Background: an optimization exercise with open tools, aiming at small area and a short achievable clock period. Do not read the settings as production practice. Function was checked by simulation only, so behaviour that the tests miss may differ from the original. Power and IR drop assume default switching activity.

## lane 1
==> flow/design.v (excerpt) <==
module l2Cache (
  input  logic                  clk,
  input  logic                  rstN,
  input  logic                  l1Valid,
  input  logic                  l1Op,
  input  logic [ADDR_WIDTH-1:0] l1Addr,
  input  logic                  snoopValid,
  input  logic [1:0]            snoopOp,
  input  logic [ADDR_WIDTH-1:0] snoopAddr,
  input  logic                  busCredit,
  input  logic                  fillValid,
  input  logic                  fillShared,
  output logic                  l1RespValid,
  output logic                  l1RespHit,
  output logic                  l1Credit,
  output logic                  snoopRespValid,
  output logic [1:0]            snoopResult,
  output logic                  snoopCredit,
  output logic                  busValid,
  output logic [1:0]            busOp,
  output logic [ADDR_WIDTH-1:0] busAddr,
  output logic [31:0]           hitCount,
  output logic [31:0]           missCount,
  output logic [31:0]           readCount,
  output logic [31:0]           writeCount
);
Size in the first run: about 2,000 flip-flops, roughly 0.076 mm2 of cells after synthesis.
clock: 6.5 ns
lec_check: 0
cap_margin: 20
core_margin: 2
core_utilization: 70
cts_cluster_diameter: 100
cts_cluster_size: 20
setup_slack_margin: 3.5
slew_margin: 20
run.sh (not shown) runs the stock make flow with config.mk's settings and CLKGATE_MAP_FILE= SYNTH_SCRIPT=/design/flow/synth_recipe.tcl, a recipe that flattens the netlist after the stock synthesis.
Lane 1 finished every step from synthesis to the final layout, and the layout passed the timing, design-rule and antenna checks.
> inputs changed (lane 1 -> lane 4)
Settings: clearing CTS_CLUSTER_DIAMETER, which used to be 100; clearing CTS_CLUSTER_SIZE, which used to be 20; swapping 70 for 50 in CORE_UTILIZATION.
--- outcome ---
Per the comparison of lane 4 with lane 1, overall die width went up 18%, number of tap cells inserted went up 616, switching power went up by 1.8%. Post-CTS setup buffer count, lane 4 vs lane 1: down by more than 10%. Sequential group share of total power for lane 4: 3.9 points down relative to lane 1. Arrival time reported for the critical path endpoint for lane 4: 0.22 ns down relative to lane 1. Post-route cell area grows by a few percent when moving from lane 1 to lane 4. Lane 4 ended with more total cell area at the placement stage than lane 1. Global routing usage on met2 was lower in lane 4 than in lane 1.

* * *

l2Cache, a different RTL version from the one above (not shown whole).
Size: roughly 4700 cells after synthesis, about 2000 flip-flops.
==> flow/config.mk <==
export PLATFORM = sky130hd
export DESIGN_NAME = l2Cache
export DESIGN_NICKNAME = l2Cache
export VERILOG_FILES = /design/flow/design.v
export SDC_FILE = /design/flow/constraint.sdc
export NUM_CORES = 4
export LEC_CHECK = 0
export CAP_MARGIN = 35
export CORE_MARGIN = 2
export CORE_UTILIZATION = 50
export SETUP_SLACK_MARGIN = 3.5
export SLEW_MARGIN = 35
==> flow/constraint.sdc <==
create_clock -name core_clock -period 6.5 [get_ports {clk}]
set_input_delay 1.3000 -clock core_clock [delete_from_list [all_inputs] [get_ports {clk}]]
set_output_delay 1.3000 -clock core_clock [all_outputs]
set_load 0.01 [all_outputs]
standard.sh (not shown) runs the stock make flow with config.mk's settings and CLKGATE_MAP_FILE= SYNTH_SCRIPT=/design/flow/synth_recipe.tcl, a recipe that flattens the netlist after the stock synthesis.
==> flow/flow/run.sh <==
#!/bin/bash
# The standard layout, with plain buffers on the ports: buffer_ports
# otherwise picks a delay cell (clkdlybuf4s50) for every input and output.
set -euo pipefail
export BUFFER_PORTS_ARGS="-buffer_cell sky130_fd_sc_hd__buf_2"
bash standard.sh > standard_flow.log 2>&1
Edit:
Settings changed: CAP_MARGIN 35 to 20, SLEW_MARGIN 35 to 20.
Outcome: With this change the flow ran to the end with violations: max-capacitance violations, max-slew violations. Cell count falls slightly. Synthesized area is unchanged. Register-to-register slack gets worse by 20 ps. Global-route usage falls by 0.92 points. Count of clock-buffer cells in the layout rises by 3. Power falls slightly. Routed wire length falls slightly. First-iteration DRC count rises by a few percent. Sequential share of layout area rises by 0.59 points.
Edit:
==> flow/run.sh (new file) <==
#!/bin/bash
# synth_recipe.tcl (not shown) runs the flow's synth.tcl, then flattens the netlist and writes it again
# the make line also repeats each setting of config.mk as NAME=value (left out here)
make -C /OpenROAD-flow-scripts/flow DESIGN_CONFIG=/design/flow/config.mk WORK_HOME=/design/flow/orfs CLKGATE_MAP_FILE= SYNTH_SCRIPT=/design/flow/synth_recipe.tcl finish
Settings changed: CAP_MARGIN 20 to 35, SLEW_MARGIN 20 to 35.
removed: flow/flow/run.sh
removed: flow/standard.sh
With this change the flow completed without violations.
Core utilization came out higher by 0.17 points.
Global-route usage came out higher by 0.81 points.
Register-to-register slack gets better by 160 ps.
Via count came out higher by 0.57%.
Sequential cell count does not change.
Hold slack gets worse by 80 ps.

what the ideal ports hide:
No port has a modelled driver above. Below, the same layouts with a new extraction and two added sets of constraints. Step 1 sets driving cells, clkbuf_16 on the clock port and buf_2 on the other inputs (assumed; they add their load-dependent delay and slew). Step 2, shift: input delay + t, output delay - t, t = (earliest + latest rising clock arrival at the registers) / 2. This alone moves slack from input paths to output paths. Slacks: ideal / step 1 / step 2; pairs: ideal / step 1.
run	t (ns)	setup slack, ns	worst setup path after step 2	clock arrival spread, ns	cell pins on the clock port's net
lane 1	0.826	3.229 / 3.261 / 2.459	input to register	0.039 / 0.040	1
lane 4	0.925	3.450 / 3.424 / 2.583	input to register	0.051 / 0.051	1
the first run of note 2	0.919	3.165 / 3.165 / 2.347	input to register	0.035 / 0.035	1
the second run of note 2	0.917	3.144 / 3.144 / 2.430	input to register	0.043 / 0.043	1
the third run of note 2	0.898	3.308 / 3.308 / 2.525	input to register	0.036 / 0.036	1
The setup slack of lane 4, which loses most, moves by -0.026 ns with the drivers and by -0.867 ns with both steps.
